From an optimization exercise on the open Yosys and OpenROAD flow, aimed at small area, a short achievable clock period and few clock cycles per item; shortcuts taken in it are not production practice. The RTL was checked by simulation tests, not by an equivalence proof against the original design.

==> inputs of lagoon <==
// md_ctrl
module md_ctrl (
   input  logic        Clk,
   input  logic        Reset,
   input  logic        Start,
   input  logic [2:0]  Op,
   input  logic [31:0] A,
   input  logic [31:0] B,
   input  logic        Flush,
   output logic        Busy,
   output logic [31:0] HI,
   output logic [31:0] LO
);
clock: 80.0 ns
lec_check: 0
cap_margin: 20
core_margin: 2
core_utilization: 55
slew_margin: 20
standard.sh (not shown) runs the stock make flow with config.mk's settings and CLKGATE_MAP_FILE= SYNTH_SCRIPT=/design/flow/synth_recipe.tcl, a recipe that flattens the netlist after the stock synthesis.
==> flow/flow/run.sh <==
#!/bin/bash
# Standard layout, except that the port buffers are buf_2 cells rather than
# the default delay buffers, so the fixed input/output delays are not
# lengthened by the port buffers themselves.
set -euo pipefail
export BUFFER_PORTS_ARGS="-buffer_cell sky130_fd_sc_hd__buf_2"
bash standard.sh finish > standard_flow.log 2>&1
==> inputs of harbor, as changes to lagoon <==
--- a/flow/design.v
+++ b/flow/design.v
@@ -34,13 +34,13 @@
    end
    logic [16:0] w_z;
    logic [31:0] w_mc;
    logic        w_msg;
    logic [33:0] w_m;
    logic [47:0] w_rows [8];
-   logic [7:0]  w_neg;
+   logic [47:0] w_negs;
    logic [47:0] w_acc;
    logic [47:0] w_ext;
    logic [47:0] w_sum;
    always_comb begin
       if (r_ph)
          w_z = {r_b[31:16], r_y15};
@@ -48,33 +48,33 @@
          w_z = {r_a[15:0], 1'b0};
       else
          w_z = {r_b[15:0], 1'b0};
       w_mc  = w_swap ? r_b : r_a;
       w_msg = ~r_uns & w_mc[31];
       w_m   = {w_msg, w_msg, w_mc};
+      w_negs = '0;
       for (int j = 0; j < 8; j++) begin
-         logic z0, z1, z2, one, two;
+         logic z0, z1, z2, neg, one, two;
          logic [33:0] sel;
          z0  = w_z[2*j];
          z1  = w_z[2*j+1];
          z2  = w_z[2*j+2];
-         w_neg[j] = z2 & ~(z1 & z0);
+         neg = z2 & ~(z1 & z0);
          one = z1 ^ z0;
          two = (z2 & ~z1 & ~z0) | (~z2 & z1 & z0);
          sel = ({34{one}} & w_m) | ({34{two}} & {w_m[32:0], 1'b0});
-         sel = sel ^ {34{w_neg[j]}};
+         sel = sel ^ {34{neg}};
          w_rows[j] = 48'({~sel[33], sel[32:0]}) << (2*j);
-      end
-      for (int j = 0; j < 7; j++)
-         w_rows[j+1][2*j] = w_neg[j];
-      w_acc = 48'({~(r_ph & r_p[31]), r_p[30:0] & {31{r_ph}}});
+         w_negs[2*j] = neg;
+      end
+      w_acc = r_ph ? 48'({~r_p[31], r_p[30:0]}) : 48'd0;
       w_ext = (r_ph & r_uns & r_b[31]) ? {r_a, 16'd0} : 48'd0;
-      w_ext[14] = w_neg[7];
       w_sum = w_rows[0] + w_rows[1] + w_rows[2] + w_rows[3] +
               w_rows[4] + w_rows[5] + w_rows[6] + w_rows[7] +
-              w_acc + w_ext + 48'h5555_8000_0000;
+              w_negs + w_acc + w_ext +
+              (r_ph ? 48'h5555_8000_0000 : 48'h5556_0000_0000);
    end
    function automatic logic [5:0] bitlen(input logic [31:0] v);
       bitlen = 6'd0;
       for (int i = 0; i < 32; i++)
          if (v[i]) bitlen = 6'(i + 1);
    endfunction
@@ -87,14 +87,14 @@
    logic [2:0]  w_c;        
    logic [2:0]  w_sk;       
    logic [63:0] w_norm;
    always_comb begin
       w_an    = ~r_uns & r_a[31];
       w_bn    = ~r_uns & r_b[31];
-      w_ua    = (r_fix ? r_qn : w_an) ? (32'd0 - r_a) : r_a;
-      w_ub    = (r_fix ? r_rn : w_bn) ? (32'd0 - r_b) : r_b;
+      w_ua    = w_an ? (32'd0 - r_a) : r_a;
+      w_ub    = w_bn ? (32'd0 - r_b) : r_b;
       w_la    = bitlen(w_ua);
       w_lb    = bitlen(w_ub);
       w_bz    = (r_b == 32'd0);
       w_short = (w_la < w_lb);
       w_nq    = w_la - w_lb + 6'd4;
       w_c     = w_nq[4:2];
@@ -160,25 +160,29 @@
    end
    always_ff @(posedge Clk) begin
       if (!Reset) begin
          r_hi <= 32'd0;
          r_lo <= 32'd0;
       end else if (!r_busy) begin
-         if (Start && !Flush && Op == 3'd4) r_hi <= A;
-         if (Start && !Flush && Op == 3'd5) r_lo <= A;
+         if (Start && !Flush) begin
+            if (Op == 3'd4) r_hi <= A;
+            if (Op == 3'd5) r_lo <= A;
+         end
+      end else if (Flush) begin
+         ;
       end else if (!r_div) begin
          if (r_ph) begin
             r_hi <= w_sum[47:16];
             r_lo <= {w_sum[15:0], r_b[15:0]};
          end else if (w_mshort) begin
             r_hi <= {{16{w_sum[47]}}, w_sum[47:32]};
             r_lo <= w_sum[31:0];
          end
       end else if (r_fix) begin
-         r_hi <= w_ub;
-         r_lo <= w_ua;
+         r_hi <= r_rn ? (32'd0 - r_p) : r_p;
+         r_lo <= r_qn ? (32'd0 - r_a) : r_a;
       end else if (!r_ph) begin
          if (!w_bz && w_short) begin
             r_hi <= r_a;
             r_lo <= 32'd0;
          end
       end else if (r_cnt == 3'd1 && !r_qn && !r_rn) begin
@@ -210,16 +214,13 @@
             r_a   <= w_norm[31:0];
             r_b   <= w_ub;
          end else begin
             r_cnt <= r_cnt - 3'd1;
             r_p   <= w_r[4];
             r_a   <= w_q[4];
-            if (r_cnt == 3'd1) begin
-               r_fix <= 1'b1;
-               r_b   <= w_r[4];
-            end
+            if (r_cnt == 3'd1) r_fix <= 1'b1;
          end
       end
    end
    assign Busy = r_busy_o;
    assign HI   = r_hi;
    assign LO   = r_lo;
==> flow/run.sh (new file) <==
#!/bin/bash
# synth_recipe.tcl (not shown) runs the flow's synth.tcl, then flattens the netlist and writes it again
# the make line also repeats each setting of config.mk as NAME=value (left out here)
make -C /OpenROAD-flow-scripts/flow DESIGN_CONFIG=/design/flow/config.mk WORK_HOME=/design/flow/orfs CLKGATE_MAP_FILE= SYNTH_SCRIPT=/design/flow/synth_recipe.tcl finish
==> flow/config.mk (replaced) <==
export PLATFORM = sky130hd
export DESIGN_NAME = md_ctrl
export DESIGN_NICKNAME = md_ctrl
export VERILOG_FILES = /design/flow/design.v
export SDC_FILE = /design/flow/constraint.sdc
export NUM_CORES = 4
export LEC_CHECK = 0
export CAP_MARGIN = 20
export CORE_MARGIN = 2
export CORE_UTILIZATION = 40
export SLEW_MARGIN = 20
removed: flow/flow/run.sh
removed: flow/standard.sh
==> run summary <==
- outcome: no timing/DRC/antenna violations
- iteration count of the initial detailed-routing pass: 9
- Synth cell types: 95
- sequential cell area share: 0.1079
- final wirelength: 187500 microns
- fraction of the mapped netlist area in compound gates: 0.2381
- number of global-route vias before repair: 36.95k
- number of placed instances with taps included: 5886
- number of rows in the core area: 113
[end of results for harbor]
==> run summary <==
- number of diodes: 13
- final wirelength: 169400 microns
- outcome: no timing/DRC/antenna violations
- number of global-route vias before repair: 33.63k
- number of rows in the core area: 94
- number of top-level pins: 136
- fraction of the mapped netlist area in compound gates: 0.2453
- number of placed instances with taps included: 5254
- total number of H-tree levels: 4
- number of setup violations in the final report: 0
- sequential cell area share: 0.1155
- final hold violation count: 0
- met2 routed wirelength: 66770 microns
- largest family of logic cells by synthesized area: adder cells
- IO buf count: 135
- CTS tree: yes
[end of results for lagoon]
Testbench counts of lagoon, summed over its fixed seeds: cycles 13,576, items 4,800.
Testbench counts of harbor, summed over its fixed seeds: cycles 13,576, items 4,800.

[port drivers added, routing unchanged]
The results above use ideal ports. As a check the final layouts listed here were re-extracted and re-timed, cells and wires unchanged.
Step 1 (the two cells are an assumption about what drives the block):
set clk [get_ports {Clk}]
set_driving_cell -lib_cell sky130_fd_sc_hd__clkbuf_16 $clk
set_driving_cell -lib_cell sky130_fd_sc_hd__buf_2 [delete_from_list [all_inputs] $clk]
Step 2 moves the port delays by t, midway between the first and last clock arrival at a register: inputs arrive t later, outputs are due t later. That takes back most of the time a late clock gives input paths.
Three values: no drivers, after step 1, after step 2; two values: the first two.
run | shift t [ns] | setup WS [ns] | worst register clock-pin slew, ns | worst slew at a driven data input, ns
lagoon | 0.544 | 62.659 / 62.700 / 62.155 | 0.10 / 0.10 | 0.04
harbor | 0.577 | 61.957 / 61.993 / 61.416 | 0.09 / 0.09 | 0.05
After both steps setup and hold are still met in every run listed. The setup slack of harbor, which loses most, moves by +0.036 ns with the drivers and by -0.541 ns with both steps.
